Background: an optimization exercise with open tools, aiming at small area, a short achievable clock period and few clock cycles per item. Do not read the settings as production practice. Where RTL was checked, it was by simulation tests only, not by an equivalence proof against the original. Only the layout flow was run in runs 2 to 4; the RTL was not checked for function there. Power and IR drop assume default switching activity.

==> design/flow/config.mk <==
export PLATFORM = sky130hd
export DESIGN_NAME = lc4_top
export DESIGN_NICKNAME = lc4_top
export VERILOG_FILES = /design/flow/design.v
export SDC_FILE = /design/flow/constraint.sdc
export NUM_CORES = 4
export LEC_CHECK = 0
export CAP_MARGIN = 0
export CORE_MARGIN = 2
export CORE_UTILIZATION = 40
export CTS_CLUSTER_DIAMETER = 100
export CTS_CLUSTER_SIZE = 25
export SLEW_MARGIN = 0
==> design/flow/constraint.sdc <==
create_clock -name core_clock -period 8.0 [get_ports {clk}]
set_input_delay 1.6000 -clock core_clock [delete_from_list [all_inputs] [get_ports {clk}]]
set_output_delay 1.6000 -clock core_clock [all_outputs]
set_load 0.01 [all_outputs]
==> design/flow/design.v <==
package lc4_pkg;
    localparam int WORD_W    = 16;
    localparam int REG_IDX_W = 3;
    localparam int NUM_REGS  = 8;
    localparam logic [WORD_W-1:0] RESET_PC = 16'h8200;
    localparam logic [3:0] OP_ARITH = 4'd1;
    localparam logic [3:0] OP_LOGIC = 4'd5;
    localparam logic [3:0] OP_LDR   = 4'd6;
    localparam logic [3:0] OP_STR   = 4'd7;
    localparam logic [3:0] OP_CONST = 4'd9;
    localparam logic [1:0] SUB_ADD = 2'b00;
    localparam logic [1:0] SUB_SUB = 2'b10;
    localparam logic [1:0] SUB_AND = 2'b00;
    localparam logic [1:0] SUB_OR  = 2'b10;
    localparam logic [1:0] SUB_XOR = 2'b11;
    localparam logic [2:0] ALU_ADD  = 3'd0;
    localparam logic [2:0] ALU_SUB  = 3'd1;
    localparam logic [2:0] ALU_AND  = 3'd2;
    localparam logic [2:0] ALU_OR   = 3'd3;
    localparam logic [2:0] ALU_XOR  = 3'd4;
    localparam logic [2:0] ALU_PASS = 3'd5;  
    typedef logic [WORD_W-1:0]    word_t;
    typedef logic [REG_IDX_W-1:0] reg_idx_t;
    typedef struct packed {
        logic [3:0] opcode;
        reg_idx_t   rd;
        reg_idx_t   rs;
        logic       imm_flag;
        logic [1:0] sub_op;
        reg_idx_t   rt;
    } insn_reg_t;
    typedef struct packed {
        logic [3:0] opcode;
        reg_idx_t   rd_rt;  
        reg_idx_t   rs;
        logic [5:0] offset6;
    } insn_off_t;
    typedef struct packed {
        logic [3:0] opcode;
        reg_idx_t   rd;
        logic [8:0] imm9;
    } insn_cst_t;
    typedef union packed {
        insn_reg_t rv;
        insn_off_t ov;
        insn_cst_t cv;
    } insn_u;
    typedef struct packed {
        reg_idx_t   r1;
        logic       r1_re;
        reg_idx_t   r2;
        logic       r2_re;
        reg_idx_t   rd;
        logic       rf_we;
        logic       is_load;
        logic       is_store;
        logic [2:0] alu_op;
        word_t      imm;
        logic       imm_sel;
    } ctrl_t;
    typedef struct packed {
        logic  valid;
        word_t pc;
        insn_u insn;
        ctrl_t ctrl;
        word_t r1_data;
        word_t r2_data;
        word_t result;  
    } slot_t;
    typedef struct packed {
        logic     valid;
        word_t    pc;
        word_t    insn;
        logic     rf_we;
        reg_idx_t wsel;
        word_t    wdata;
        logic     dmem_we;
        word_t    dmem_addr;
        word_t    dmem_data;
    } retire_t;
    typedef struct packed {
        logic     we;
        reg_idx_t rd;
        word_t    value;
    } fwd_t;
endpackage
`timescale 1ns/1ps
module lc4_top (
    input  logic        clk,
    input  logic        rst_n,
    output logic [15:0] o_pc,
    input  logic [15:0] i_insn_a,
    input  logic [15:0] i_insn_b,
    output logic [15:0] o_dmem_addr,
    output logic        o_dmem_we,
    output logic [15:0] o_dmem_wdata,
    input  logic [15:0] i_dmem_rdata,
    output logic        o_ret_a_valid,
    output logic [15:0] o_ret_a_pc,
    output logic [15:0] o_ret_a_insn,
    output logic        o_ret_a_rf_we,
    output logic [2:0]  o_ret_a_wsel,
    output logic [15:0] o_ret_a_wdata,
    output logic        o_ret_a_dmem_we,
    output logic [15:0] o_ret_a_dmem_addr,
    output logic [15:0] o_ret_a_dmem_data,
    output logic        o_ret_b_valid,
    output logic [15:0] o_ret_b_pc,
    output logic [15:0] o_ret_b_insn,
    output logic        o_ret_b_rf_we,
    output logic [2:0]  o_ret_b_wsel,
    output logic [15:0] o_ret_b_wdata,
    output logic        o_ret_b_dmem_we,
    output logic [15:0] o_ret_b_dmem_addr,
    output logic [15:0] o_ret_b_dmem_data
);
    function automatic logic writes_reg(input logic [15:0] w);
        case (w[15:12])
            4'd1:    writes_reg = w[5] | ~w[3];             
            4'd5:    writes_reg = ~w[5] & (w[4] | ~w[3]);   
            4'd6:    writes_reg = 1'b1;                     
            4'd9:    writes_reg = 1'b1;                     
            default: writes_reg = 1'b0;
        endcase
    endfunction
    logic [15:0] regs [8];
    logic [7:0]  rvalid;
    logic        x_valid;
    logic        x_ldw;               
    logic [15:0] ir;
    logic [15:0] op_a, op_b;          
    logic        xm_a, xm_b;          
    logic        xw_a, xw_b;          
    logic        xo_a, xo_b;          
    logic        fs_ld;               
    logic        m_valid, m_we, m_ld, m_st;
    logic [15:0] m_insn, m_result, m_sdata, m_val;
    logic        w_valid, w_we, w_st;
    logic [15:0] w_pc, w_insn, w_data, w_addr;
    logic [15:0] pc_q;
    logic        primed;              
    logic [2:0]  f_rs, f_rt;
    logic        p_rs_re, p_rt_alu, p_is_str, p_is_ldr;
    logic [3:0]  n_op;
    logic        x_we, x_ld;
    logic        xa, xb;              
    logic        stall;               
    logic [15:0] ra, rb;
    assign o_pc = pc_q;
    always_ff @(posedge clk or negedge rst_n) begin
        if (!rst_n) begin
            pc_q    <= 16'h81ff;
            primed  <= 1'b0;
            x_valid <= 1'b0;
            x_ldw   <= 1'b0;
        end else begin
            if (!stall) pc_q <= pc_q + 16'd1;
            primed  <= 1'b1;
            x_valid <= primed & ~stall;
            x_ldw   <= primed & ~stall & p_is_ldr;
        end
    end
    assign n_op = i_insn_b[15:12];
    always_ff @(posedge clk) begin
        if (!stall) begin
            p_is_str <= (n_op == 4'd7);
            p_is_ldr <= (n_op == 4'd6);
            p_rs_re  <= (n_op == 4'd1) | (n_op == 4'd5) | (n_op == 4'd6) | (n_op == 4'd7);
            p_rt_alu <= ((n_op == 4'd1) | (n_op == 4'd5)) & ~i_insn_b[5];
        end
    end
    assign f_rs     = i_insn_a[8:6];
    assign f_rt     = p_is_str ? i_insn_a[11:9] : i_insn_a[2:0];
    assign x_we  = x_valid & writes_reg(ir);
    assign x_ld  = (ir[15:12] == 4'd6);
    assign xa    = x_we & (ir[11:9] == f_rs);
    assign xb    = x_we & (ir[11:9] == f_rt);
    assign stall = x_ldw & ((p_rs_re & (ir[11:9] == f_rs))
                            | (p_rt_alu & (ir[11:9] == i_insn_a[2:0])));
    always_comb begin
        ra = '0;
        rb = '0;
        for (int i = 0; i < 8; i++) begin
            ra = ra | ({16{rvalid[i] & p_rs_re & (f_rs == 3'(i))}} & regs[i]);
            rb = rb | ({16{rvalid[i] & (f_rt == 3'(i))}} & regs[i]);
        end
    end
    always_ff @(posedge clk) begin
        ir    <= i_insn_a;
        op_a  <= ra;
        op_b  <= rb;
        xm_a  <= xa & p_rs_re & ~x_ld;
        xm_b  <= xb & ~x_ld;
        xw_a  <= m_we & (m_insn[11:9] == f_rs) & p_rs_re & ~xa;
        xw_b  <= m_we & (m_insn[11:9] == f_rt) & ~xb;
        xo_a  <= ~(xa & p_rs_re & ~x_ld) & ~(m_we & (m_insn[11:9] == f_rs) & p_rs_re & ~xa);
        xo_b  <= ~(xb & ~x_ld) & ~(m_we & (m_insn[11:9] == f_rt) & ~xb);
        fs_ld <= xb & x_ld;
    end
    logic [3:0]  op;
    logic        is_arith, is_logic, is_ldr, is_str, is_const, is_mem, reg_form;
    logic [15:0] va, vb, imm, opb, sum, logic_res, alu;
    logic        sub;
    assign op       = ir[15:12];
    assign is_arith = (op == 4'd1);
    assign is_logic = (op == 4'd5);
    assign is_ldr   = (op == 4'd6);
    assign is_str   = (op == 4'd7);
    assign is_const = (op == 4'd9);
    assign is_mem   = is_ldr | is_str;
    assign reg_form = (is_arith | is_logic) & ~ir[5];
    assign va = ({16{xm_a}} & m_result) | ({16{xw_a}} & w_data) | ({16{xo_a}} & op_a);
    assign vb = ({16{xm_b}} & m_result) | ({16{xw_b}} & w_data) | ({16{xo_b}} & op_b);
    always_comb begin
        if (is_mem)        imm = {{10{ir[5]}}, ir[5:0]};
        else if (is_const) imm = {{7{ir[8]}}, ir[8:0]};
        else               imm = {{11{ir[4]}}, ir[4:0]};
    end
    assign sub = is_arith & ~ir[5] & ir[4];
    assign opb = reg_form ? (vb ^ {16{sub}}) : imm;
    assign sum = va + opb + {15'd0, sub};    
    always_comb begin
        case (ir[4:3])
            2'b00:   logic_res = va & vb;
            2'b10:   logic_res = va | vb;
            default: logic_res = va ^ vb;
        endcase
    end
    assign alu = is_logic ? logic_res : sum;
    always_ff @(posedge clk or negedge rst_n) begin
        if (!rst_n) begin
            m_valid <= 1'b0;
            m_we    <= 1'b0;
            m_ld    <= 1'b0;
            m_st    <= 1'b0;
        end else begin
            m_valid <= x_valid;
            m_we    <= x_we;
            m_ld    <= x_valid & is_ldr;
            m_st    <= x_valid & is_str;
        end
    end
    always_ff @(posedge clk) begin
        m_insn   <= ir;
        m_result <= alu;
        m_sdata  <= fs_ld ? i_dmem_rdata : vb;
    end
    assign m_val        = m_ld ? i_dmem_rdata : m_result;
    assign o_dmem_addr  = m_result;
    assign o_dmem_wdata = m_sdata;
    assign o_dmem_we    = m_st;
    always_ff @(posedge clk or negedge rst_n) begin
        if (!rst_n) begin
            rvalid <= '0;
        end else if (m_we) begin
            rvalid[m_insn[11:9]] <= 1'b1;
        end
    end
    always_ff @(posedge clk) begin
        for (int i = 0; i < 8; i++) begin
            if (m_we && m_insn[11:9] == 3'(i)) regs[i] <= m_val;
        end
    end
    always_ff @(posedge clk or negedge rst_n) begin
        if (!rst_n) begin
            w_valid <= 1'b0;
            w_we    <= 1'b0;
            w_st    <= 1'b0;
            w_pc    <= 16'h81ff;
        end else begin
            w_valid <= m_valid;
            w_we    <= m_we;
            w_st    <= m_st;
            if (m_valid) w_pc <= w_pc + 16'd1;
        end
    end
    always_ff @(posedge clk) begin
        w_insn <= m_insn;
        w_data <= m_st ? m_sdata : m_val;
        w_addr <= m_result;
    end
    assign o_ret_a_valid     = w_valid;
    assign o_ret_a_pc        = w_pc;
    assign o_ret_a_insn      = w_insn;
    assign o_ret_a_rf_we     = w_we;
    assign o_ret_a_wsel      = w_insn[11:9];
    assign o_ret_a_wdata     = w_data;
    assign o_ret_a_dmem_we   = w_st;
    assign o_ret_a_dmem_addr = w_addr;
    assign o_ret_a_dmem_data = w_data;
    assign o_ret_b_valid     = 1'b0;
    assign o_ret_b_pc        = 16'h0;
    assign o_ret_b_insn      = 16'h0;
    assign o_ret_b_rf_we     = 1'b0;
    assign o_ret_b_wsel      = 3'h0;
    assign o_ret_b_wdata     = 16'h0;
    assign o_ret_b_dmem_we   = 1'b0;
    assign o_ret_b_dmem_addr = 16'h0;
    assign o_ret_b_dmem_data = 16'h0;
endmodule
==> design/flow/flow/run.sh <==
#!/bin/bash
# The standard layout (the standard.sh), except that the port buffers
# use the smallest plain buffer cell, the constant outputs share one tie
# cell, and timing repair aims for a setup slack margin of 5.8 ns (the
# design is still constrained and measured at the design's clock period).
export BUFFER_PORTS_ARGS="-buffer_cell sky130_fd_sc_hd__buf_1"
export SKIP_REPAIR_TIE_FANOUT=1
export SETUP_SLACK_MARGIN=5.8
bash standard.sh > standard.log 2>&1
==> design/flow/standard.sh <==
#!/bin/bash
# synth_recipe.tcl (not shown) runs the flow's synth.tcl, then flattens the netlist and writes it again
# the make line also repeats each setting of config.mk as NAME=value (left out here)
make -C /OpenROAD-flow-scripts/flow DESIGN_CONFIG=/design/flow/config.mk WORK_HOME=/design/flow/orfs CLKGATE_MAP_FILE= SYNTH_SCRIPT=/design/flow/synth_recipe.tcl "${@:-finish}"
==> metrics.md, run 1 <==
| Metric | Value |
|---|---|
| Post-Syn Area per Cell | ~12 µm² |
| Netlist Area Pre-Place | roughly 15000 µm² |
| Outcome | finished clean |
| Fin crit share | 0.370 |
| Clock slew at reported path FFs | ~0.090 ns |
| Peak supply drop | 0.119 mV |
| Wirelength, routed | approximately 48000 µm |
| Sequential-to-total area share from yosys stat | 0.551 |
| Worst EP arrival | 3.39 ns |
| Synth Flop Type | dfxtp_1 |
| Sink Count | between 300 and 400 |
| RSZ-0062 raised after global routing | yes |
| PwrDens | 207 nW/µm² |
| Top cells by area, synth | edfxtp_1, dfxtp_1, a22oi_1, buf_4, dfrtp_1 |
| Io pins | ~270 |
| Grt total ovfl | 0 |
| Post-route worst setup slack | roughly 5.0 ns |
| Die H | between 150 and 200 µm |
| First-pass GRT wire length | a little over 70000 µm |
| Cell count after synthesis | about 1300 |
| Multi-input combinational cell area | slightly below 7000 µm² |
| I/O Buffers | ~170 |
| Starting density of the core | 0.408 |
| Core Area | 36800 µm² |
| Clk buf depth | 3 |
| Slew headroom | 0.202 |
| Vias in the first global route | ~12000 |
| Cts bufs inserted | 17 |
| Setup TNS | 0 ns |
| ANT cells | 0 |
| Worst Setup SP | ir[14] |
| Number of standard cells in the final layout excluding fillers | 2000 |
| CTS tree | done |
| Fillers | slightly below 3000 |
| Vias per cell | between 5 and 6 |
| Core Util, Final | 0.542 |
| Worst Clk Skew | roughly 0.021 ns |
| Final RePlAce weighted congestion | slightly below 0.9 |
| Post-synth top area cell | edfxtp_1 |
| Pleak | roughly 7.8 nW |
| Dpl ws | 3.76 ns |
| #FFs+latches synth | 333 |
| ANT nets after route | 0 |
| Final slew viol count | 0 |
| Fmax | approximately 340 MHz |
| HPWL Detailed | 28300 µm |
| Initial antenna violation count | 0 |
| FP Rows | 70 |
| Worst reg2reg path startpoint | ir[14] |
| Clock H-tree levels | 1 |
| Post-route DRC | 0 |
| Via count | roughly 11000 |
| Die Wd | ~200 µm |
| 1st-iter DRT viols | 957 |
| Max FO, Critical Path | 6 |
| Syn. warnings | 2 |
| Pre-antenna DRT Iters | 7 |
| Largest net degree at the start of global routing | 87 |
| Area delta synth->final | 32.8% |
| Slew @ Worst Pin | between 1 and 1.5 ns |
| Die footprint | between 30000 and 40000 µm² |
| Worst skew pair latency | about 0.52 ns |
| Global-route usage over all layers | 0.237 |
| Crit. End Element | flip-flop |
| # Max-Cap Violations | 0 |
| CP Capture Point | m_result[15] |
| Number of cells on the worst reg-to-reg path | 12 |
| Nets | around 1600 |
| Layout cells sized above 1 | 0.472 |
| WL per Instance | 23.9 µm |
| Fraction of registers with async set/reset | 0.150 |
| Worst path required time | ~8.4 ns |
| Library cells used by synthesis | 63 |
| Reg2Reg Setup Slack | roughly 5.0 ns |
| DP Cell Count | about 1800 |
| Tot Pwr | ~4.1 mW |
| Capture point of the worst reg-to-reg path | m_result[15] |
| Synth top area share | 0.264 |
| EDFF count, synth | between 100 and 150 |
| Root Driver | clkbuf_16 |
| Crit Path Category | flip-flop to flip-flop |
| Post-layout minimum cycle time | between 2 and 3 ns |
| Syn nets | between 1000 and 1500 |
| Flip-flop and latch area | approximately 8500 µm² |
| Worst hold-check path type | flip-flop to flip-flop |
| Final hold violations | 0 |
| CP startpoint kind | flip-flop |
| Final Setup Violations | 0 |
cell families (layout without fill, tap and decap cells):
logic type	Yosys count	in the layout	share of synthesized area
XOR/XNOR	67	67	0.0391
AO/OA/AOI/OAI	304	304	0.150
other	2	2	0.000501
multiplexers	56	57	0.0419
buffers and inverters	221	452	0.0831
flip-flops	333	333	0.551
adder cells (fa/ha/maj)	57	57	0.0485
AND/OR/NAND/NOR	256	260	0.0861
critical path: stages, from the launching register on:
cell and delay, ns:
dfxtp_4 0.37, nand3b_1 0.21, a21oi_4 0.24, nor2_2 0.07, or3_4 0.43, o21ai_4 0.09, ha_4 0.23, a21o_1 0.19
a31o_1 0.25, a22oi_2 0.26, o221ai_4 0.19, a21o_1 0.19, a31oi_1 0.17
registers in the layout, summed over array words and instances, names as in the netlist, 8 cells and up:
register and cells:
ir 16, m_insn 16, m_result 16, m_sdata 16
op_a 16, op_b 16, pc_q 16, regs 128
rvalid 8, w_addr 16, w_data 16, w_insn 16
w_pc 16
per-stage QoR:
step | hold WS, ns | instance area [µm²]
after floorplan | 0.310 | 15800
after global placement | 0.310 | 15800
after detailed placement | 0.312 | 15800
after CTS | 0.335 | 19100
after global routing | 0.342 | 19900
final | 0.331 | 19900
report_power, final:
group / internal (mW) / switching (mW) / total, mW / leakage (nW)
clock: 0.409 / 0.541 / 0.949 / 0.233
combinational: 0.551 / 0.518 / 1.07 / 4.53
sequential: 1.97 / 0.149 / 2.12 / 3.08
worst min path at each step:
stage / from / endpoint / slack [ns] / cells after the start
2_1_floorplan: m_insn[0] / w_insn[0] / 0.31 / 0
3_3_place_gp: m_insn[13] / w_insn[13] / 0.31 / 0
3_5_place_dp: m_insn[4] / w_insn[4] / 0.31 / 0
4_1_cts: m_insn[4] / w_insn[4] / 0.33 / 0
5_1_grt: m_insn[3] / w_insn[3] / 0.34 / 0
6_report: m_insn[12] / w_insn[12] / 0.33 / 0
Yosys cell counts (3+ instances only):
cell and count:
a22oi_1 114, ha_1 55, xor2_1 18, a21o_1 7
nor2_1 48, and2_1 14, buf_4 105, a221oi_1 17
nor3b_1 7, buf_2 7, edfxtp_1 132, nand2_1 73
a22o_1 12, o21ai_0 17, o21bai_1 5, dfstp_2 20
dfxtp_1 151, clkbuf_1 61, a21oi_1 32, inv_1 36
nor2b_1 6, mux2_2 50, a222oi_1 16, mux2i_1 4
dfrtp_1 30, xnor2_1 49, o21a_1 7, nand2b_1 9
and3_1 18, o31ai_1 5, a31o_2 3, o31a_1 3
o21ai_1 12, a211oi_1 21, o221ai_1 17, inv_2 8
and4_1 8, nor3_1 13, nand4_1 28, nand3_1 25
timing repair:
item,CTS,global route
hold buffers,0,0
gates cloned,9,0
pin swaps,71,77
setup endpoints to repair,212,241
buffers inserted,145,42
hold endpoints to repair,0,0
gates resized for setup,474,139
cell type report:
| type | instances | area share |
|---|---|---|
| clock inverter | 2 | 0.00113 |
| multi-input combinational | 747 | 0.338 |
| inverter | 44 | 0.00860 |
| timing repair buffer | 379 | 0.175 |
| sequential | 333 | 0.425 |
| tap | 468 | 0.0294 |
| clock buffer | 27 | 0.0232 |
cell usage in the layout (no fill, tap or decap), drive strengths merged, types with 16 or more instances in the layout:
master,Yosys,layout
buf,116,365
dfxtp,151,151
edfxtp,132,132
a22oi,114,114
nand2,73,73
ha,55,55
mux2,51,51
xnor2,49,49
nor2,48,48
inv,44,44
clkbuf,61,40
a21oi,32,32
dfrtp,30,30
o21ai,29,29
nand4,28,28
nand3,25,26
a211oi,21,21
and3,18,21
dfstp,20,20
xor2,18,18
a221oi,17,17
o221ai,17,17
a222oi,16,16
routing by layer:
layer	routed length (µm)	GRT usage	vias up	part of all wire
li1	-	-	5159	-
met1	18600	0.294	5711	0.39
met2	23700	0.409	502	0.50
met3	3300	0.0389	126	0.069
met4	2050	0.104	0	0.043
met5	0	0	-	0
Testbench counts, summed over its fixed seeds: cycles 10,235, insns 9,600.
==> run 2, diff against run 1 <==
--- a/design/flow/design.v
+++ b/design/flow/design.v
@@ -133,3 +133,2 @@
     logic        xw_a, xw_b;          
-    logic        xo_a, xo_b;          
     logic        fs_ld;               
@@ -195,4 +194,2 @@
         xw_b  <= m_we & (m_insn[11:9] == f_rt) & ~xb;
-        xo_a  <= ~(xa & p_rs_re & ~x_ld) & ~(m_we & (m_insn[11:9] == f_rs) & p_rs_re & ~xa);
-        xo_b  <= ~(xb & ~x_ld) & ~(m_we & (m_insn[11:9] == f_rt) & ~xb);
         fs_ld <= xb & x_ld;
@@ -211,4 +208,4 @@
     assign reg_form = (is_arith | is_logic) & ~ir[5];
-    assign va = ({16{xm_a}} & m_result) | ({16{xw_a}} & w_data) | ({16{xo_a}} & op_a);
-    assign vb = ({16{xm_b}} & m_result) | ({16{xw_b}} & w_data) | ({16{xo_b}} & op_b);
+    assign va = xm_a ? m_result : (xw_a ? w_data : op_a);
+    assign vb = xm_b ? m_result : (xw_b ? w_data : op_b);
     always_comb begin
==> design/flow/flow/run.sh (replaced) <==
#!/bin/bash
# The standard layout (the standard.sh), except that the port buffers
# use the smallest plain buffer cell and the constant outputs share one tie
# cell.
export BUFFER_PORTS_ARGS="-buffer_cell sky130_fd_sc_hd__buf_1"
export SKIP_REPAIR_TIE_FANOUT=1
bash standard.sh > standard.log 2>&1
--- a/design/flow/config.mk
+++ b/design/flow/config.mk
@@ -12,2 +12,3 @@
 export CTS_CLUSTER_SIZE = 25
+export SETUP_SLACK_MARGIN = 5
 export SLEW_MARGIN = 0
==> run 2 against run 1 <==
Register-to-register slack worse by 0.17 ns; cell area down 16%; hold slack improved by 0.0022 ns; global-route usage down 2.1 points; critical path depth rose by 3; first-iteration DRC count is 12% higher; largest power group unchanged; synthesized cell count up 4.1%; clock skew fell by 0.0013 ns; combinational power is 36% lower; total power is 8.9% lower; non-clock buffer count decreased by 146.
==> metrics.md, run 2 <==
| Metric | Value |
|---|---|
| Clock slew at reported path FFs | 0.10 ns |
| Wirelength, routed | 43500 µm |
| Setup TNS | 0 ns |
| Tot Pwr | 3.77 mW |
| Top cells by area, synth | edfxtp_1, dfxtp_1, a22oi_1, buf_4, dfrtp_1 |
| Final slew viol count | 0 |
| Sequential-to-total area share from yosys stat | 0.545 |
| #FFs+latches synth | about 330 |
| Fillers | 3429 |
| Outcome | finished clean |
| Vias in the first global route | about 10000 |
| Crit Path Category | flip-flop to flip-flop |
| Fraction of registers with async set/reset | 0.151 |
| Final hold violations | 0 |
| Largest net degree at the start of global routing | 87 |
| Worst hold-check path type | flip-flop to flip-flop |
| Post-route worst setup slack | between 4 and 5 ns |
| Flip-flop and latch area | 8250 µm² |
| Commonest cells after routing, fill and taps aside | buf_1, dfxtp_1, edfxtp_1 |
| Multi-input combinational cell area | roughly 6000 µm² |
| Most frequent cell after synthesis | dfxtp_1 |
| Slowest-stage cell, CP | or3b_4 |
| Initial antenna violation count | 0 |
| EDFF count, synth | between 100 and 150 |
| Final RePlAce weighted congestion | ~0.9 |
| First-pass GRT wire length | around 64000 µm |
| I/O Buffers | between 150 and 200 |
| Pleak | 6.15 nW |
| Synth top area share | 0.263 |
| Peak supply drop | 0.106 mV |
| 1st-iter DRT viols | 1068 |
| Worst skew pair latency | between 0.5 and 0.6 ns |
| Die footprint | just under 40000 µm² |
| PwrDens | 226 nW/µm² |
| Layout cells sized above 1 | 0.160 |
| Syn nets | about 1500 |
| Most common cell after layout, fill and taps aside | buf_1 |
| Final Setup Violations | 0 |
| Fin crit share | 0.391 |
| Starting density of the core | 0.403 |
| CP startpoint kind | flip-flop |
| Nets | between 1500 and 2000 |
| Worst Clk Skew | a little under 0.02 ns |
| Core Util, Final | 0.446 |
| Largest Register | regs |
| Metal2 WL | 21200 µm |
| FP Rows | between 70 and 80 |
| Vias per cell | between 5 and 6 |
| RSZ-0062 raised after global routing | yes |
| Clock H-tree levels | 1 |
| Die H | slightly below 200 µm |
| Clk buf depth | 3 |
| Slew headroom | 0.198 |
| Post-placement cell area | about 15000 µm² |
| ANT nets after route | 0 |
| WL met3 | roughly 2600 µm |
| Critical-path cell list | buf_12 -> buf_16 -> mux2i_4 -> nor2_2 -> a21oi_4 -> xor2_1 -> nand2_1 -> o31ai_2 -> ha_1 -> o21ai_2 -> or3b_4 -> a31o_4 -> a311oi_2 -> xnor2_1 -> a21oi_1 |
| Number of standard cells in the final layout excluding fillers | a little under 2000 |
| Area delta synth->final | 10.6% |
| Worst path required time | 8.36 ns |
| Largest stage delay, worst path | a little under 0.4 ns |
| Cell count after synthesis | 1349 |
| DP Cell Count | 1865 |
| Max FO, Critical Path | 6 |
| Cts bufs inserted | 17 |
| Netlist Area Pre-Place | 15100 µm² |
| CTS Hold Bufs | 0 |
| Worst EP arrival | approximately 3.5 ns |
| Fin area | about 17000 µm² |
| Root Driver | clkbuf_16 |
| Synth cell count leaders | dfxtp_1, edfxtp_1, a22oi_1 |
| Post-synth top area cell | edfxtp_1 |
| Library cells used by synthesis | between 60 and 70 |
| Grt total ovfl | 0 |
| Max reg flops | about 130 |
| Top layer in use | met4 |
| # Max-Cap Violations | 0 |
| ANT cells | 0 |
| Crit. End Element | flip-flop |
| Post-layout minimum cycle time | approximately 3.1 ns |
| Hold slack | approximately 0.33 ns |
| Slew @ Worst Pin | between 1 and 1.5 ns |
| Pre-antenna DRT Iters | 6 |
| Dpl ws | 3.93 ns |
| Core Area | around 37000 µm² |
| WL per Instance | 22.3 µm |
| Sink Count | 331 |
| Reg2Reg Setup Slack | ~5 ns |
| Io pins | 271 |
| Die Wd | 198 µm |
| HPWL Detailed | around 29000 µm |
| Synth Flop Type | dfxtp_1 |
| Metal-1 WL | approximately 18000 µm |
| Global-route usage over all layers | 0.216 |
| Via count | between 10000 and 15000 |
| CTS tree | done |
| Post-route DRC | 0 |
| Fmax | between 300 and 400 MHz |
| Post-Syn Area per Cell | 11.2 µm² |
| Syn. warnings | 2 |
## run 2: cell count changes in the layout (fill, tap and decap cells not counted), sizes merged, moves of 13 or more
cell,previous run,this run
o221ai,17,0
mux2i,6,37
buf,365,232
a21oi,32,62
a222oi,16,0
mux2,51,37
nor2,48,70
clkbuf,40,27
o21ai,29,42
nand3,26,42
## run 2: final cells by class
| class | instances | area share |
|---|---|---|
| inverter | 43 | 0.00998 |
| clock buffer | 26 | 0.0275 |
| timing repair buffer | 233 | 0.0696 |
| clock inverter | 3 | 0.00135 |
| sequential | 331 | 0.495 |
| multi-input combinational | 801 | 0.358 |
| tap | 511 | 0.0383 |
## run 2: timing repair
item / in CTS / in global routing
pin swaps: 20 / 26
endpoints found under the setup margin: 41 / 49
gates cloned: 2 / 0
resized for setup: 73 / 41
buffers inserted: 36 / 16
## run 2: kinds of logic (layout without fill, tap and decap cells)
kind of cell | Yosys count | after routing | synth area share
AOI/OAI and AO/OA | 294 | 294 | 0.131
and+or+nand+nor | 304 | 305 | 0.101
buffers and inverters | 218 | 305 | 0.0813
xor gates and xnor gates | 69 | 69 | 0.0401
adders and majority gates | 57 | 57 | 0.0483
muxes | 74 | 74 | 0.0527
DFF | 331 | 331 | 0.545
other | 2 | 2 | 0.000498
## run 2: per-layer routing
| layer | GRT usage | up-vias |
|---|---|---|
| met2 | 0.362 | 447 |
| met4 | 0.0802 | 0 |
| met1 | 0.285 | 5424 |
| met3 | 0.0296 | 97 |
| met5 | 0 | - |
| li1 | - | 4920 |
## run 2: final timing paths
path | start | end | cells past startpoint
max in group asynchronous | rst_n | m_st | 2
worst min register to register | m_insn[13] | w_insn[13] | 0
worst min-delay path | m_insn[13] | w_insn[13] | 0
worst max-delay path | xw_b | m_result[11] | 15
min in group asynchronous | rst_n | w_pc[9] | 2
worst max register to register | xw_b | m_result[11] | 15
## run 2: worst max-delay path, delay by kind of cell, from the launching register on
kind / cells / cell delay (ns)
AO/OA/AOI/OAI: 6 / 0.83
XOR/XNOR: 2 / 0.35
adder cells (fa/ha/maj): 1 / 0.32
buffers and inverters: 2 / 0.27
flip-flops: 1 / 0.38
multiplexers: 1 / 0.18
AND/OR/NAND/NOR: 3 / 0.63
## run 2: report_power, final
group / leakage (nW) / internal [mW] / switching (mW)
registers: 3.05 / 1.95 / 0.172
clock network: 0.233 / 0.407 / 0.552
logic: 2.87 / 0.270 / 0.415
==> run 3, diff against run 2 <==
--- a/design/flow/design.v
+++ b/design/flow/design.v
@@ -137,4 +137,5 @@
     logic        w_valid, w_we, w_st;
-    logic [15:0] w_pc, w_insn, w_data, w_addr;
-    logic [15:0] pc_q;
+    logic [15:0] w_pe, w_pc, w_insn, w_data, w_addr;
+    localparam logic [15:0] PC0 = 16'h81ff;
+    logic [15:0] pc_e, pc_q;
     logic        primed;              
@@ -143,2 +144,5 @@
     logic [3:0]  n_op;
+    logic [2:0]  n_rt;
+    logic        n_rs_re;
+    logic [7:0]  p_sa, p_sb;          
     logic        x_we, x_ld;
@@ -147,2 +151,3 @@
     logic [15:0] ra, rb;
+    assign pc_q = pc_e ^ PC0;
     assign o_pc = pc_q;
@@ -150,3 +155,3 @@
         if (!rst_n) begin
-            pc_q    <= 16'h81ff;
+            pc_e    <= 16'h0;
             primed  <= 1'b0;
@@ -155,3 +160,3 @@
         end else begin
-            if (!stall) pc_q <= pc_q + 16'd1;
+            if (!stall) pc_e <= (pc_q + 16'd1) ^ PC0;
             primed  <= 1'b1;
@@ -161,3 +166,5 @@
     end
-    assign n_op = i_insn_b[15:12];
+    assign n_op    = i_insn_b[15:12];
+    assign n_rs_re = (n_op == 4'd1) | (n_op == 4'd5) | (n_op == 4'd6) | (n_op == 4'd7);
+    assign n_rt    = (n_op == 4'd7) ? i_insn_b[11:9] : i_insn_b[2:0];
     always_ff @(posedge clk) begin
@@ -166,3 +173,7 @@
             p_is_ldr <= (n_op == 4'd6);
-            p_rs_re  <= (n_op == 4'd1) | (n_op == 4'd5) | (n_op == 4'd6) | (n_op == 4'd7);
+            p_rs_re  <= n_rs_re;
+            for (int i = 0; i < 8; i++) begin
+                p_sa[i] <= n_rs_re & (i_insn_b[8:6] == 3'(i));
+                p_sb[i] <= (n_rt == 3'(i));
+            end
             p_rt_alu <= ((n_op == 4'd1) | (n_op == 4'd5)) & ~i_insn_b[5];
@@ -182,4 +193,4 @@
         for (int i = 0; i < 8; i++) begin
-            ra = ra | ({16{rvalid[i] & p_rs_re & (f_rs == 3'(i))}} & regs[i]);
-            rb = rb | ({16{rvalid[i] & (f_rt == 3'(i))}} & regs[i]);
+            ra = ra | ({16{rvalid[i] & p_sa[i]}} & regs[i]);
+            rb = rb | ({16{rvalid[i] & p_sb[i]}} & regs[i]);
         end
@@ -265,3 +276,3 @@
             w_st    <= 1'b0;
-            w_pc    <= 16'h81ff;
+            w_pe    <= 16'h0;
         end else begin
@@ -270,3 +281,3 @@
             w_st    <= m_st;
-            if (m_valid) w_pc <= w_pc + 16'd1;
+            if (m_valid) w_pe <= (w_pc + 16'd1) ^ PC0;
         end
@@ -278,2 +289,3 @@
     end
+    assign w_pc = w_pe ^ PC0;
     assign o_ret_a_valid     = w_valid;
==> run 3 against run 2 <==
Wire length fell by 4.9%; register-to-register slack improved by 0.10 ns; synthesized cell count rose by 1.0%; largest power group unchanged; highest routed layer unchanged.
==> metrics.md, run 3 <==
| Metric | Value |
|---|---|
| Wirelength, routed | between 40000 and 50000 µm |
| Netlist Area Pre-Place | ~16000 µm² |
| Clock H-tree levels | 1 |
| Post-Syn Area per Cell | ~11 µm² |
| Worst path required time | 8.36 ns |
| Via count | approximately 10000 |
| Io pins | around 270 |
| Layout cells sized above 1 | 0.136 |
| 1st-iter DRT viols | ~930 |
| Pre-antenna DRT Iters | 5 |
| Met3 Use GR | 0.0269 |
| CP startpoint kind | flip-flop |
| Post-route DRC | 0 |
| RSZ-0062 raised after global routing | yes |
| Root Driver | clkbuf_16 |
| Synth cell count leaders | dfxtp_1, edfxtp_1, a22oi_1 |
| Largest stage delay, worst path | 0.43 ns |
| Setup TNS | 0 ns |
| Outcome | finished clean |
| EDFF count, synth | between 100 and 150 |
| HPWL Detailed | roughly 27000 µm |
| Top cells by area, synth | edfxtp_1, dfxtp_1, dfrtp_1, a22oi_1, buf_4 |
| CTS tree | done |
| Pleak | between 6 and 7 nW |
| Synth Flop Type | dfxtp_1 |
| Vias per cell | roughly 5.3 |
| I/O Buffers | around 180 |
| Synth top area share | 0.287 |
| Worst Clk Skew | between 0.03 and 0.04 ns |
| Cell count after synthesis | ~1400 |
| Library cells used by synthesis | 54 |
| ANT nets after route | 0 |
| Grt total ovfl | 0 |
| Starting density of the core | 0.403 |
| Die Wd | 201 µm |
| Most frequent cell after synthesis | dfxtp_1 |
| # Max-Cap Violations | 0 |
| Worst skew pair latency | about 0.53 ns |
| Fraction of registers with async set/reset | 0.144 |
| Grt peak-use layer | met2 |
| Slowest-stage cell, CP | o32a_1 |
| Commonest cells after routing, fill and taps aside | buf_1, edfxtp_1, dfxtp_1 |
| Syn. warnings | 2 |
| Critical-path cell list | and2b_2 -> buf_6 -> nor2_4 -> o32a_1 -> nor2_4 -> buf_6 -> buf_6 -> a21oi_2 -> ha_1 -> a21o_1 -> a21o_1 -> a21oi_1 -> o21ai_2 -> xnor2_2 -> a21oi_1 |
| ANT cells | 0 |
| PwrDens | approximately 230 nW/µm² |
| First-pass GRT wire length | ~61000 µm |
| Final slew viol count | 0 |
| Fillers | ~3500 |
| Number of standard cells in the final layout excluding fillers | just under 2000 |
| Clk buf depth | 3 |
| Worst EP arrival | ~3.4 ns |
| FP Rows | 72 |
| Tot Pwr | 3.94 mW |
| Most common cell after layout, fill and taps aside | buf_1 |
| Fin crit share | 0.378 |
| Final hold violations | 0 |
| WL per Instance | 21.0 µm |
| Die footprint | about 40000 µm² |
| Crit Path Category | flip-flop to flip-flop |
| Final Setup Violations | 0 |
| Clock slew at reported path FFs | approximately 0.09 ns |
| Post-route worst setup slack | slightly below 5 ns |
| Fmax | approximately 330 MHz |
| Core Area | roughly 38000 µm² |
| Sequential-to-total area share from yosys stat | 0.560 |
| Vias in the first global route | ~10000 |
| Global-route usage over all layers | 0.195 |
| Final RePlAce weighted congestion | approximately 0.85 |
| Worst hold-check path type | flip-flop to flip-flop |
| Largest net degree at the start of global routing | between 80 and 90 |
| Slew headroom | 0.253 |
| Cts bufs inserted | 18 |
| Slew @ Worst Pin | 1.12 ns |
| M1 GR Usage | 0.254 |
| Met2 usage | 0.329 |
| Crit. End Element | flip-flop |
| DP Cell Count | 1887 |
| Area delta synth->final | 10.9% |
| Largest Register | regs |
| Syn nets | ~1500 |
| Post-layout minimum cycle time | roughly 3 ns |
| Max FO, Critical Path | 4 |
| Peak supply drop | ~0.15 mV |
| Max reg flops | around 130 |
| Sink Count | about 350 |
| Die H | approximately 200 µm |
| #FFs+latches synth | roughly 350 |
| Dpl ws | roughly 3.9 ns |
| Post-synth top area cell | edfxtp_1 |
| Most used cell, CP | buf_6 |
| Nets | between 1500 and 2000 |
| Initial antenna violation count | 0 |
run 3: cell count changes after synthesis, moves of 16 or more:
cell,change
edfxtp_1,+16
dfrtp_1,+20
inv_1,+21
and2_1,+16
dfstp_2,-20
nand3_1,-32
run 3: logic make-up (layout without fill, tap and decap cells):
logic type | after synthesis | after routing | share of synthesized area
AOI/OAI and AO/OA | 294 | 294 | 0.128
DFF | 347 | 347 | 0.560
and+or+nand+nor | 277 | 278 | 0.0893
adders and majority gates | 56 | 56 | 0.0462
muxes | 71 | 71 | 0.0485
other | 2 | 2 | 0.000484
buffers and inverters | 244 | 333 | 0.0874
xor gates and xnor gates | 72 | 72 | 0.0407
run 3: metrics by stage:
stage                     utilization  cell area (µm²)  hold WS [ns]
after floorplan                     -            15600         0.310
after global placement          0.411            15800         0.310
after detailed placement        0.411            15800         0.312
after CTS                       0.438            16800         0.333
after global routing            0.447            17200         0.345
final                           0.447            17200         0.330
run 3: critical path, delay by kind of cell, from the launching register on:
kind	cells	cell delay, ns
AOI/OAI and AO/OA	7	1.22
adders and majority gates	1	0.35
buffers and inverters	3	0.33
DFF	1	0.37
xor gates and xnor gates	1	0.16
and+or+nand+nor	3	0.46
run 3: path summary, 6_finish.rpt:
| kind | from | end | slack [ns] | cells after the start |
|---|---|---|---|---|
| worst min-delay path | m_insn[3] | w_insn[3] | 0.33 | 0 |
| min in group asynchronous | rst_n | rvalid[4] | 1.18 | 2 |
| worst min register to register | m_insn[3] | w_insn[3] | 0.33 | 0 |
| worst max-delay path | ir[15] | m_result[14] | 4.97 | 15 |
| max in group asynchronous | rst_n | m_st | 6.28 | 2 |
| worst max register to register | ir[15] | m_result[14] | 4.97 | 15 |
run 3: timing repair:
action,CTS,global route
gates cloned,2,2
hold buffers,0,0
setup endpoints to repair,16,35
pin swaps,20,20
setup buffers,31,17
resized for setup,61,46
endpoints found under the hold margin,0,0
run 3: per-layer routing:
| layer | wire, µm | vias up |
|---|---|---|
| met5 | 0 | - |
| met4 | 1340 | 0 |
| met3 | 2410 | 94 |
| met2 | 20100 | 410 |
| met1 | 17600 | 5079 |
| li1 | - | 4913 |
run 3: layout make-up:
class                           count  area, µm²  share of cell area
Clock buffer                       29        513              0.0298
Clock inverter                      3       33.8             0.00196
Inverter                           63        244              0.0142
Multi-Input combinational cell    773       5840               0.340
Sequential cell                   347       8710               0.506
Tap cell                          518        648              0.0377
Timing Repair Buffer              237       1200              0.0698
Timing Repair inverter              1       7.51            0.000437
run 3: report_power, final:
group          leakage [nW]  total (mW)  switching (mW)  internal, mW
sequential             3.26        2.17           0.145          2.03
clock                 0.262        1.03           0.572         0.455
combinational          2.94       0.743           0.449         0.294
total                  6.46        3.94            1.17          2.78
==> run 4, diff against run 3 <==
--- a/design/flow/design.v
+++ b/design/flow/design.v
@@ -133,2 +133,3 @@
     logic        xw_a, xw_b;          
+    logic        xo_a, xo_b;          
     logic        fs_ld;               
@@ -205,2 +206,4 @@
         xw_b  <= m_we & (m_insn[11:9] == f_rt) & ~xb;
+        xo_a  <= ~(xa & p_rs_re & ~x_ld) & ~(m_we & (m_insn[11:9] == f_rs) & p_rs_re & ~xa);
+        xo_b  <= ~(xb & ~x_ld) & ~(m_we & (m_insn[11:9] == f_rt) & ~xb);
         fs_ld <= xb & x_ld;
@@ -219,4 +222,4 @@
     assign reg_form = (is_arith | is_logic) & ~ir[5];
-    assign va = xm_a ? m_result : (xw_a ? w_data : op_a);
-    assign vb = xm_b ? m_result : (xw_b ? w_data : op_b);
+    assign va = ({16{xm_a}} & m_result) | ({16{xw_a}} & w_data) | ({16{xo_a}} & op_a);
+    assign vb = ({16{xm_b}} & m_result) | ({16{xw_b}} & w_data) | ({16{xo_b}} & op_b);
     always_comb begin
==> run 4 against run 3 <==
Still clean; cell count is 1.7% lower; global-route usage is 0.64 points higher; hold slack worse by 0.0096 ns; core utilization is 0.17 points higher; fmax is 0.87% lower; first-iteration DRC count is 3.9% higher; total power hardly changed; largest power group unchanged; highest routed layer unchanged.
==> metrics.md, run 4 <==
| Metric | Value |
|---|---|
| Outcome | finished clean |
| Peak supply drop | between 0.1 and 0.15 mV |
| Fin crit share | 0.382 |
| Reg2Reg Setup Slack | 4.95 ns |
| Netlist Area Pre-Place | 15500 µm² |
| Tot Pwr | about 3.9 mW |
| I/O Buffers | 182 |
| Worst reg2reg path startpoint | ir[14] |
| EDFF count, synth | ~150 |
| Hold endpoint | w_insn[5] |
| WL per Instance | 21.9 µm |
| CTS Hold Bufs | 0 |
| Slew @ Worst Pin | roughly 1.1 ns |
| FP Rows | between 70 and 80 |
| Die footprint | approximately 40000 µm² |
| CTS tree | done |
| Post-route worst setup slack | between 4 and 5 ns |
| Pre-antenna DRT Iters | 7 |
| Commonest cells after routing, fill and taps aside | buf_1, edfxtp_1, a22oi_1 |
| Crit. End Element | flip-flop |
| Final slew viol count | 0 |
| Pleak | roughly 6.4 nW |
| Grt total ovfl | 0 |
| Post-route DRC | 0 |
| First-pass GRT wire length | between 60000 and 70000 µm |
| Setup TNS | 0 ns |
| #FFs+latches synth | ~350 |
| ANT cells | 0 |
| Critical hold path startpoint | m_insn[5] |
| Starting density of the core | 0.408 |
| Capture point of the worst reg-to-reg path | m_result[13] |
| Clock H-tree levels | 1 |
| RSZ-0062 raised after global routing | yes |
| Vias per cell | 5.44 |
| Largest net degree at the start of global routing | 87 |
| Max reg flops | about 130 |
| Worst path required time | ~8.4 ns |
| Post-Syn Area per Cell | around 12 µm² |
| # Max-Cap Violations | 0 |
| Global-route usage over all layers | 0.202 |
| Worst skew pair latency | 0.55 ns |
| Cts bufs inserted | 18 |
| Crit Path Category | flip-flop to flip-flop |
| Syn nets | between 1000 and 1500 |
| Fraction of registers with async set/reset | 0.143 |
| Root Driver | clkbuf_16 |
| Worst EP arrival | approximately 3.5 ns |
| Hold depth | 0 |
| Die Wd | ~200 µm |
| Library cells used by synthesis | 55 |
| 1st-iter DRT viols | a little under 1000 |
| Post-synth top area cell | edfxtp_1 |
| Multi-input combinational cell area | around 5600 µm² |
| Most frequent cell after synthesis | dfxtp_1 |
| Via count | approximately 11000 |
| Metal2 WL | around 20000 µm |
| Syn. warnings | 2 |
| Final RePlAce weighted congestion | 0.827 |
| Hold slack | about 0.32 ns |
| Sequential-to-total area share from yosys stat | 0.564 |
| Synth top area share | 0.288 |
| Most common cell after layout, fill and taps aside | buf_1 |
| WL met3 | a little under 3000 µm |
| Sink Count | around 350 |
| Slew headroom | 0.260 |
| CP startpoint kind | flip-flop |
| HPWL Detailed | approximately 28000 µm |
| Fmax | between 300 and 400 MHz |
| Worst hold-check path type | flip-flop to flip-flop |
| Synth cell count leaders | dfxtp_1, edfxtp_1, a22oi_1 |
| Top cells by area, synth | edfxtp_1, dfxtp_1, dfrtp_1, a22oi_1, buf_4 |
| Synth Flop Type | dfxtp_1 |
| Die H | 201 µm |
| Dpl ws | about 3.5 ns |
| Number of cells on the worst reg-to-reg path | 12 |
| Post-layout minimum cycle time | approximately 3.1 ns |
| ANT nets after route | 0 |
| Top layer in use | met4 |
| PwrDens | about 230 nW/µm² |
| Cell count after synthesis | about 1300 |
| Fillers | about 3500 |
| Initial antenna violation count | 0 |
| Post-placement cell area | roughly 16000 µm² |
| Worst Clk Skew | between 0.03 and 0.04 ns |
| Max FO, Critical Path | 6 |
| Final hold violations | 0 |
| Metal-1 WL | ~18000 µm |
| Largest Register | regs |
| Io pins | between 200 and 300 |
| Core Area | between 30000 and 40000 µm² |
| Nets | approximately 1500 |
| Flip-flop and latch area | 8770 µm² |
| Clock slew at reported path FFs | 0.11 ns |
| Area delta synth->final | 9.91% |
| Layout cells sized above 1 | 0.151 |
| Wirelength, routed | 42400 µm |
| Final Setup Violations | 0 |
| Clk buf depth | 3 |
| Fin area | around 17000 µm² |
| Vias in the first global route | between 10000 and 15000 |
-- run 4: cell count changes after synthesis, moves of 4 or more --
cell	previous run	this run
o21ai_0	37	31
or3_1	2	6
a222oi_1	0	16
mux2i_1	38	6
nor2_1	71	56
nor2b_1	4	9
a21oi_1	58	33
a22oi_1	128	144
mux2_2	33	48
o21a_1	16	3
nand3_1	10	17
-- run 4: layout make-up --
cell class                      count  area share
Clock inverter                      3     0.00324
Timing Repair Buffer              242      0.0677
Sequential cell                   349       0.516
Timing Repair inverter              1    0.000442
Multi-Input combinational cell    737       0.331
Clock buffer                       29      0.0290
Inverter                           66      0.0150
Tap cell                          511      0.0376
-- run 4: stage by stage --
stage | util | std cells
2_1_floorplan | - | 1332
3_3_place_gp | 0.414 | 1846
3_5_place_dp | 0.414 | 1846
4_1_cts | 0.440 | 1917
5_1_grt | 0.449 | 1938
6_report | 0.449 | 1938
-- run 4: cells by family after synthesis --
family / count (synthesis) / synth area share
DFF: 349 / 0.564
and+or+nand+nor: 272 / 0.0908
buffers and inverters: 248 / 0.0894
xor gates and xnor gates: 73 / 0.0414
other: 2 / 0.000486
AOI/OAI and AO/OA: 278 / 0.129
adders and majority gates: 56 / 0.0463
muxes: 54 / 0.0389
-- run 4: power breakdown --
group	leakage, nW	switching, mW	internal [mW]
logic	2.86	0.449	0.292
clock network	0.257	0.582	0.440
registers	3.29	0.144	2.04
total	6.40	1.18	2.77
-- run 4: timing repair --
| item | 4_1_cts | 5_1_grt |
|---|---|---|
| resized for setup | 54 | 47 |
| setup endpoints to repair | 16 | 28 |
| pin swaps | 22 | 44 |
| setup buffers | 37 | 20 |
| gates cloned | 2 | 1 |
-- run 4: worst max-delay path by stage --
stage / from / endpoint / slack, ns
floorplan: xw_b / m_result[8] / 5.02
global placement: ir[4] / m_result[15] / 3.57
detailed placement: ir[4] / m_result[15] / 3.54
CTS: m_result[0] / m_result[12] / 5.00
global route: xw_b / m_result[13] / 4.77
finish: ir[14] / m_result[13] / 4.95
-- run 4: per-layer routing --
metal | vias up | GRT usage
met2 | 460 | 0.341
met5 | - | 0
met3 | 97 | 0.0279
li1 | 4850 | -
met4 | 0 | 0.0836
met1 | 5137 | 0.260
-- run 4: worst max-delay path: stages (launching register included) --
cell and delay [ns]:
dfxtp_4 0.39, nor2b_4 0.21, or2b_4 0.30, o21ai_1 0.18, xnor2_1 0.11, ha_1 0.38, a21oi_2 0.21, o211ai_1 0.14
a221oi_2 0.35, o21ai_2 0.15, a31oi_1 0.20, xor2_1 0.20, a21oi_1 0.09
==> run 5, diff against run 4 <==
--- a/design/flow/design.v
+++ b/design/flow/design.v
@@ -140,3 +140,3 @@
     localparam logic [15:0] PC0 = 16'h81ff;
-    logic [15:0] pc_e, pc_q;
+    logic [15:0] pc_e, pc_q;          
     logic        primed;              
@@ -145,5 +145,2 @@
     logic [3:0]  n_op;
-    logic [2:0]  n_rt;
-    logic        n_rs_re;
-    logic [7:0]  p_sa, p_sb;          
     logic        x_we, x_ld;
@@ -167,5 +164,3 @@
     end
-    assign n_op    = i_insn_b[15:12];
-    assign n_rs_re = (n_op == 4'd1) | (n_op == 4'd5) | (n_op == 4'd6) | (n_op == 4'd7);
-    assign n_rt    = (n_op == 4'd7) ? i_insn_b[11:9] : i_insn_b[2:0];
+    assign n_op = i_insn_b[15:12];
     always_ff @(posedge clk) begin
@@ -174,7 +169,3 @@
             p_is_ldr <= (n_op == 4'd6);
-            p_rs_re  <= n_rs_re;
-            for (int i = 0; i < 8; i++) begin
-                p_sa[i] <= n_rs_re & (i_insn_b[8:6] == 3'(i));
-                p_sb[i] <= (n_rt == 3'(i));
-            end
+            p_rs_re  <= (n_op == 4'd1) | (n_op == 4'd5) | (n_op == 4'd6) | (n_op == 4'd7);
             p_rt_alu <= ((n_op == 4'd1) | (n_op == 4'd5)) & ~i_insn_b[5];
@@ -194,4 +185,4 @@
         for (int i = 0; i < 8; i++) begin
-            ra = ra | ({16{rvalid[i] & p_sa[i]}} & regs[i]);
-            rb = rb | ({16{rvalid[i] & p_sb[i]}} & regs[i]);
+            ra = ra | ({16{rvalid[i] & p_rs_re & (f_rs == 3'(i))}} & regs[i]);
+            rb = rb | ({16{rvalid[i] & (f_rt == 3'(i))}} & regs[i]);
         end
@@ -212,3 +203,3 @@
     logic        is_arith, is_logic, is_ldr, is_str, is_const, is_mem, reg_form;
-    logic [15:0] va, vb, imm, opb, sum, logic_res, alu;
+    logic [15:0] va, vb, imm, opb, pp, gg, cy, half, logic_res, alu;
     logic        sub;
@@ -231,3 +222,21 @@
     assign opb = reg_form ? (vb ^ {16{sub}}) : imm;
-    assign sum = va + opb + {15'd0, sub};    
+    assign pp = va ^ opb;
+    assign gg = va & opb;
+    always_comb begin
+        logic [15:0] g, p, gn, pn;
+        g = gg;
+        p = pp;
+        g[0] = gg[0] | (pp[0] & sub);
+        for (int d = 1; d < 16; d = d * 2) begin
+            gn = g;
+            pn = p;
+            for (int i = d; i < 16; i++) begin
+                gn[i] = g[i] | (p[i] & g[i-d]);
+                pn[i] = p[i] & p[i-d];
+            end
+            g = gn;
+            p = pn;
+        end
+        cy = {g[14:0], sub};
+    end
     always_comb begin
@@ -239,3 +248,4 @@
     end
-    assign alu = is_logic ? logic_res : sum;
+    assign half = is_logic ? logic_res : pp;
+    assign alu  = half ^ (cy & {16{~is_logic}});
     always_ff @(posedge clk or negedge rst_n) begin
--- a/design/flow/config.mk
+++ b/design/flow/config.mk
@@ -11,3 +11,3 @@
 export CTS_CLUSTER_DIAMETER = 100
-export CTS_CLUSTER_SIZE = 25
+export CTS_CLUSTER_SIZE = 30
 export SETUP_SLACK_MARGIN = 5
==> run 5 against run 4 <==
Die area down 2.8%; clock power down 11%; sequential power down 4%; sequential share of layout area down 0.081 points; total power down 5.7%; hold slack better by 0.016 ns; sequential cell count down 16; fmax up 0.59%; synthesized area down 2.9%; global-route usage up 0.86 points; worst setup slack better by 0.018 ns; register-to-register slack better by 0.02 ns; critical endpoint is now m_result[14]; largest cell class unchanged; highest routed layer unchanged.
==> metrics.md, run 5 <==
| Metric | Value |
|---|---|
| Via count | approximately 11000 |
| Die Wd | between 150 and 200 µm |
| Library cells used by synthesis | 66 |
| Wirelength, routed | 42700 µm |
| Starting density of the core | 0.408 |
| Die footprint | 39100 µm² |
| Worst hold-check path type | flip-flop to flip-flop |
| Synth Flop Type | dfxtp_1 |
| Fmax | roughly 330 MHz |
| Worst path required time | approximately 8.4 ns |
| Vias per cell | approximately 5.8 |
| Flip-flop and latch area | 8270 µm² |
| Post-route worst setup slack | ~5 ns |
| Worst EP arrival | around 3.4 ns |
| EDFF count, synth | between 100 and 150 |
| ANT cells | 0 |
| Netlist Area Pre-Place | about 15000 µm² |
| Syn. warnings | 2 |
| Cts bufs inserted | 15 |
| WL per Instance | about 23 µm |
| Final Setup Violations | 0 |
| RSZ-0062 raised after global routing | yes |
| Syn nets | between 1000 and 1500 |
| CP startpoint kind | flip-flop |
| Crit. End Element | flip-flop |
| Root Driver | clkbuf_16 |
| Pleak | approximately 6 nW |
| FP Rows | 70 |
| Layout cells sized above 1 | 0.122 |
| Top cells by area, synth | edfxtp_1, dfxtp_1, dfrtp_1, a22oi_1, buf_4 |
| Setup TNS | 0 ns |
| Nets | around 1500 |
| Worst skew pair latency | roughly 0.52 ns |
| Synth top area share | 0.264 |
| Outcome | finished clean |
| Slew headroom | 0.188 |
| Post-Syn Area per Cell | between 10 and 15 µm² |
| Io pins | between 200 and 300 |
| Fraction of registers with async set/reset | 0.150 |
| Cell count after synthesis | ~1300 |
| Largest Register | regs |
| CTS tree | done |
| Multi-input combinational cell area | around 5600 µm² |
| Area delta synth->final | 6.97% |
| CTS Hold Bufs | 0 |
| Sequential-to-total area share from yosys stat | 0.549 |
| Clk buf depth | 3 |
| Final slew viol count | 0 |
| Clock H-tree levels | 1 |
| 1st-iter DRT viols | approximately 1000 |
| Clock slew at reported path FFs | 0.11 ns |
| Post-synth top area cell | edfxtp_1 |
| Synth cell count leaders | dfxtp_1, a22oi_1, edfxtp_1 |
| Fin crit share | 0.379 |
| Commonest cells after routing, fill and taps aside | buf_1, a22oi_1, dfxtp_1 |
| #FFs+latches synth | 333 |
| Most frequent cell after synthesis | dfxtp_1 |
| Core Util, Final | 0.436 |
| PwrDens | approximately 230 nW/µm² |
| First-pass GRT wire length | roughly 62000 µm |
| Dpl ws | about 4.0 ns |
| # Max-Cap Violations | 0 |
| Max reg flops | roughly 130 |
| Pre-antenna DRT Iters | 7 |
| HPWL Detailed | around 28000 µm |
| Worst Clk Skew | 0.0339 ns |
| Global-route usage over all layers | 0.210 |
| Most common cell after layout, fill and taps aside | buf_1 |
| Final RePlAce weighted congestion | 0.852 |
| Final hold violations | 0 |
| Post-route DRC | 0 |
| Slew @ Worst Pin | around 1.2 ns |
| Largest net degree at the start of global routing | 87 |
| Core Area | 36800 µm² |
| Crit Path Category | flip-flop to flip-flop |
| Initial antenna violation count | 0 |
| I/O Buffers | about 170 |
| Reg2Reg Setup Slack | just under 5 ns |
| Post-layout minimum cycle time | just over 3 ns |
| Fillers | 3410 |
| Slowest-stage cell, CP | or4b_4 |
| ANT nets after route | 0 |
| Critical-path cell list | or4b_4 -> buf_12 -> o211ai_1 -> o21ai_1 -> ha_2 -> and4_4 -> and3_1 -> nand4_1 -> a31oi_2 -> o211a_1 -> nor3_1 |
| Largest stage delay, worst path | between 0.5 and 0.6 ns |
| Peak supply drop | 0.132 mV |
| Sink Count | ~330 |
| Max FO, Critical Path | 13 |
| Vias in the first global route | 10059 |
| Grt total ovfl | 0 |
| Die H | 198 µm |
| Hold slack | between 0.3 and 0.4 ns |
[run 5: cell types whose count changed in the layout (fill, tap and decap cells not counted), sizes merged, moves of 6 or more]
cell    delta
and2      -12
and3      +12
and4       +7
buf       -37
edfxtp    -16
nand2     -12
nor2       -8
o21ai      -7
xnor2      +6
xor2       -6
[run 5: where the power goes]
part,internal [mW],switching (mW)
logic,0.273,0.458
clock network,0.365,0.537
registers,1.94,0.146
total,2.58,1.14
[run 5: metal layers]
layer	share of wire	routed length [µm]	vias to the layer above	GRT usage
met5	0	0	-	0
met4	0.025	1080	0	0.0624
met3	0.067	2860	69	0.0348
met2	0.49	20700	433	0.358
met1	0.42	18000	5275	0.274
li1	-	-	4739	-
[run 5: through the flow]
step	instances	total power, mW	area (µm²)
final	1824	3.72	16100
after global placement	1770	2.81	15200
after global routing	1824	3.89	16100
after floorplan	1308	2.59	15000
after detailed placement	1770	2.83	15200
after CTS	1811	3.73	15900
[run 5: critical path, delay by kind of cell (launching register included)]
family,cells,cell delay [ns]
and+or+nand+nor,5,1.22
AOI/OAI and AO/OA,4,0.72
adders and majority gates,1,0.40
DFF,1,0.36
buffers and inverters,1,0.17
[run 5: cell families (layout without fill, tap and decap cells)]
| group | after synthesis | in the layout | synth area share |
|---|---|---|---|
| AOI/OAI and AO/OA | 291 | 291 | 0.143 |
| xor gates and xnor gates | 73 | 73 | 0.0426 |
| adders and majority gates | 55 | 55 | 0.0459 |
| buffers and inverters | 248 | 295 | 0.0918 |
| DFF | 333 | 333 | 0.549 |
| muxes | 52 | 52 | 0.0387 |
| other | 2 | 2 | 0.000500 |
| and+or+nand+nor | 254 | 255 | 0.0888 |
[run 5: cell type report]
cell class	instances	area share
tap	468	0.0365
clock inverter	2	0.00218
multi-input combinational	728	0.346
clock buffer	23	0.0253
sequential	333	0.515
inverter	63	0.0153
timing repair inverter	1	0.000312
timing repair buffer	206	0.0587
[run 5: timing repair]
| action | in CTS | in global routing |
|---|---|---|
| endpoints found under the setup margin | 31 | 35 |
| gates resized for setup | 41 | 30 |
| gates cloned | 2 | 0 |
| pin swaps | 12 | 12 |
| buffers inserted | 14 | 13 |
[run 5: worst paths after layout]
path,startpoint,endpoint,cells past startpoint
setup reg to reg,ir[5],m_result[14],11
max in group asynchronous,rst_n,w_pe[3],2
min in group asynchronous,rst_n,pc_e[8],2
hold reg to reg,m_insn[14],w_insn[14],0
setup / recovery,ir[5],m_result[14],11
hold / removal,m_insn[14],w_insn[14],0
Testbench counts of run 5, summed over its fixed seeds: cycles 10,235, insns 9,600.
==> run 6, diff against run 5 <==
--- a/design/flow/config.mk
+++ b/design/flow/config.mk
@@ -11,3 +11,3 @@
 export CTS_CLUSTER_DIAMETER = 100
-export CTS_CLUSTER_SIZE = 30
+export CTS_CLUSTER_SIZE = 25
 export SETUP_SLACK_MARGIN = 5
==> run 6 against run 5 <==
Still clean on timing, DRC and antenna; synthesized area is the same; sequential power is essentially flat; non-clock buffer count shrank 8; synthesized cell count is the same; cell area shrank 0.23%; die area is the same; clock power grew 7.4%; fmax grew 0.51%; combinational power shrank 1%; wire length shrank 0.41%; worst setup slack gained 0.015 ns; register-to-register slack gained 0.02 ns; critical endpoint unchanged.
==> metrics.md, run 6 <==
| Metric | Value |
|---|---|
| Outcome | finished clean |
| CP top delay family | simple AND/OR/NAND/NOR gates |
| Largest Register | regs |
| Crit Path Category | flip-flop to flip-flop |
| Dpl ws | 3.95 ns |
| Post-Syn Area per Cell | 11.5 µm² |
| FP Rows | 70 |
| RSZ-0062 raised after global routing | yes |
| Post-synth top area cell | edfxtp_1 |
| Vias in the first global route | 10113 |
| Core Area | 36800 µm² |
| Sequential-to-total area share from yosys stat | 0.549 |
| Slowest-stage cell, CP | or4b_4 |
| Die Wd | 198 µm |
| I/O Buffers | between 150 and 200 |
| EDFF count, synth | 132 |
| Peak supply drop | 0.109 mV |
| Synth top area share | 0.264 |
| Most frequent cell after synthesis | dfxtp_1 |
| Synth Flop Type | dfxtp_1 |
| Synth cell count leaders | dfxtp_1, a22oi_1, edfxtp_1 |
| Cell count after synthesis | between 1000 and 1500 |
| Worst EP arrival | about 3.4 ns |
| Fmax | approximately 330 MHz |
| Final RePlAce weighted congestion | roughly 0.85 |
| Io pins | 271 |
| First-pass GRT wire length | about 62000 µm |
| Grt total ovfl | 0 |
| Layout cells sized above 1 | 0.120 |
| Cts bufs inserted | 17 |
| WL per Instance | about 23 µm |
| Vias per cell | approximately 5.7 |
| Clk buf depth | 3 |
| Starting density of the core | 0.408 |
| Wirelength, routed | between 40000 and 50000 µm |
| Area delta synth->final | 6.73% |
| HPWL Detailed | about 28000 µm |
| WP buf/inv | 1 |
| Syn nets | 1413 |
| 1st-iter DRT viols | 947 |
| Crit. End Element | flip-flop |
| PwrDens | between 200 and 250 nW/µm² |
| Max reg flops | 128 |
| Commonest cells after routing, fill and taps aside | buf_1, a22oi_1, dfxtp_1 |
| Worst path required time | around 8.4 ns |
| Pleak | ~6.1 nW |
| Library cells used by synthesis | between 60 and 70 |
| Critical-path cell list | or4b_4 -> buf_8 -> o211ai_1 -> o21ai_1 -> ha_2 -> and4_4 -> and3_1 -> nand4_1 -> a31oi_2 -> o211a_1 -> nor3_1 |
| Global-route usage over all layers | 0.211 |
| Max FO, Critical Path | 13 |
| Root Driver | clkbuf_16 |
| Clock slew at reported path FFs | 0.09 ns |
| Initial antenna violation count | 0 |
| ANT nets after route | 0 |
| Worst Clk Skew | 0.0422 ns |
| Fraction of registers with async set/reset | 0.150 |
| Largest stage delay, worst path | between 0.5 and 0.6 ns |
| #FFs+latches synth | ~330 |
| Die footprint | around 39000 µm² |
| Setup TNS | 0 ns |
| Top cells by area, synth | edfxtp_1, dfxtp_1, dfrtp_1, a22oi_1, buf_4 |
| Post-route worst setup slack | 4.98 ns |
| Most common cell after layout, fill and taps aside | buf_1 |
| Slew headroom | 0.217 |
| Sink Count | between 300 and 400 |
| Via count | about 10000 |
| Fin crit share | 0.377 |
| Worst hold-check path type | flip-flop to flip-flop |
| Pre-antenna DRT Iters | 6 |
| # Max-Cap Violations | 0 |
| Final hold violations | 0 |
| CTS Hold Bufs | 0 |
| Post-layout minimum cycle time | 3.02 ns |
| ANT cells | 0 |
| CP startpoint kind | flip-flop |
| Netlist Area Pre-Place | 15000 µm² |
| Die H | between 150 and 200 µm |
| Final slew viol count | 0 |
| Nets | ~1400 |
| Worst skew pair latency | 0.54 ns |
| Largest net degree at the start of global routing | between 80 and 90 |
| Syn. warnings | 2 |
| Final Setup Violations | 0 |
| Clock H-tree levels | 1 |
| Post-route DRC | 0 |
| CTS tree | done |
| Slew @ Worst Pin | about 1.2 ns |
run 6: cell types whose count changed in the layout (fill, tap and decap cells not counted), sizes merged:
cell    change
bufinv      +1
clkinv      -2
clkbuf      +4
inv         +2
buf         -8
run 6: final timing paths:
check | start | end | slack [ns] | cells after the start
setup / recovery | ir[15] | m_result[14] | 4.98 | 11
hold / removal | m_insn[14] | w_insn[14] | 0.33 | 0
setup reg to reg | ir[15] | m_result[14] | 4.98 | 11
hold reg to reg | m_insn[14] | w_insn[14] | 0.33 | 0
max in group asynchronous | rst_n | m_st | 6.38 | 2
min in group asynchronous | rst_n | pc_e[7] | 1.16 | 2
run 6: logic make-up after synthesis:
| kind of cell | count (synthesis) | synth area share |
|---|---|---|
| AO/OA/AOI/OAI | 291 | 0.143 |
| XOR/XNOR | 73 | 0.0426 |
| adder cells (fa/ha/maj) | 55 | 0.0459 |
| buffers and inverters | 248 | 0.0918 |
| flip-flops | 333 | 0.549 |
| multiplexers | 52 | 0.0387 |
| other | 2 | 0.000500 |
| AND/OR/NAND/NOR | 254 | 0.0888 |
run 6: per-layer routing:
metal / track usage / routed length, µm / vias to the layer above
li1: - / - / 4742
met1: 0.273 / 17600 / 5147
met2: 0.359 / 20500 / 489
met3: 0.0347 / 3270 / 83
met4: 0.0699 / 1120 / 0
met5: 0 / 0 / -
run 6: layout make-up:
| type | instances | area [µm²] |
|---|---|---|
| Clock buffer | 27 | 463 |
| Sequential cell | 333 | 8270 |
| Clock inverter | 3 | 42.5 |
| Fill cell | 3414 | 20800 |
| Tap cell | 468 | 586 |
| Timing Repair Buffer | 198 | 852 |
| Inverter | 63 | 245 |
| Timing Repair inverter | 1 | 5.00 |
| Multi-Input combinational cell | 728 | 5550 |
run 6: worst register-to-register path: stages (launching register included):
cell and delay, ns:
dfxtp_4 0.37, or4b_4 0.55, buf_8 0.17, o211ai_1 0.20, o21ai_1 0.14, ha_2 0.39, and4_4 0.23, and3_1 0.17
nand4_1 0.21, a31oi_2 0.25, o211a_1 0.15, nor3_1 0.04
run 6: metrics by stage:
| stage | area (µm²) | std cells | util | total power [mW] | hold slack, ns |
|---|---|---|---|---|---|
| finish | 16000 | 1821 | 0.435 | 3.78 | 0.332 |
| global route | 16000 | 1821 | 0.435 | 3.97 | 0.330 |
| global placement | 15200 | 1770 | 0.413 | 2.81 | 0.310 |
| detailed placement | 15200 | 1770 | 0.413 | 2.83 | 0.312 |
| CTS | 15900 | 1817 | 0.433 | 3.81 | 0.330 |
| floorplan | 15000 | 1308 | - | 2.59 | 0.310 |
run 6: what timing repair did:
| item | in CTS | in global routing |
|---|---|---|
| cloned | 2 | 0 |
| endpoints found under the setup margin | 32 | 29 |
| gates resized for setup | 45 | 23 |
| pin swaps | 12 | 8 |
| buffers inserted | 15 | 4 |
run 6: power by group:
part | total (mW) | switching, mW | internal, mW
Combinational | 0.723 | 0.454 | 0.270
Sequential | 2.09 | 0.146 | 1.94
Clock | 0.970 | 0.543 | 0.427

[separate check: timing with driven ports]
The flow's constraints put no driver on any port. The routed layouts listed below were extracted and timed again, unchanged, in two steps. Step 1 assumes that a clkbuf_16 drives the clock port and a buf_2 every other input. Step 2 adds t to the input delays and takes it off the output delays; t is the mean of the earliest and latest rising clock arrival at the registers after step 1. Input paths then give back, and output paths get back, about the clock's delay inside the block. Slacks: ideal / step 1 / step 2; pairs: ideal / step 1.
| run | shift t [ns] | slack for setup (ns) | slew at the worst register clock pin (ns) | worst slew at a driven data input, ns |
|---|---|---|---|---|
| run 1 | 0.559 | 5.042 / 5.042 / 4.801 | 0.11 / 0.11 | 0.09 |
| run 2 | 0.572 | 4.872 / 4.872 / 4.453 | 0.11 / 0.11 | 0.08 |
| run 3 | 0.572 | 4.974 / 4.974 / 4.634 | 0.11 / 0.11 | 0.07 |
| run 4 | 0.585 | 4.948 / 4.948 / 4.595 | 0.11 / 0.11 | 0.09 |
| run 5 | 0.561 | 4.966 / 4.966 / 4.480 | 0.12 / 0.12 | 0.07 |
| run 6 | 0.578 | 4.981 / 4.981 / 4.465 | 0.11 / 0.11 | 0.07 |
After both steps setup and hold are still met in every run listed. The setup slack of run 6, which loses most, moves by 0.000 ns with the drivers and by -0.516 ns with both steps.
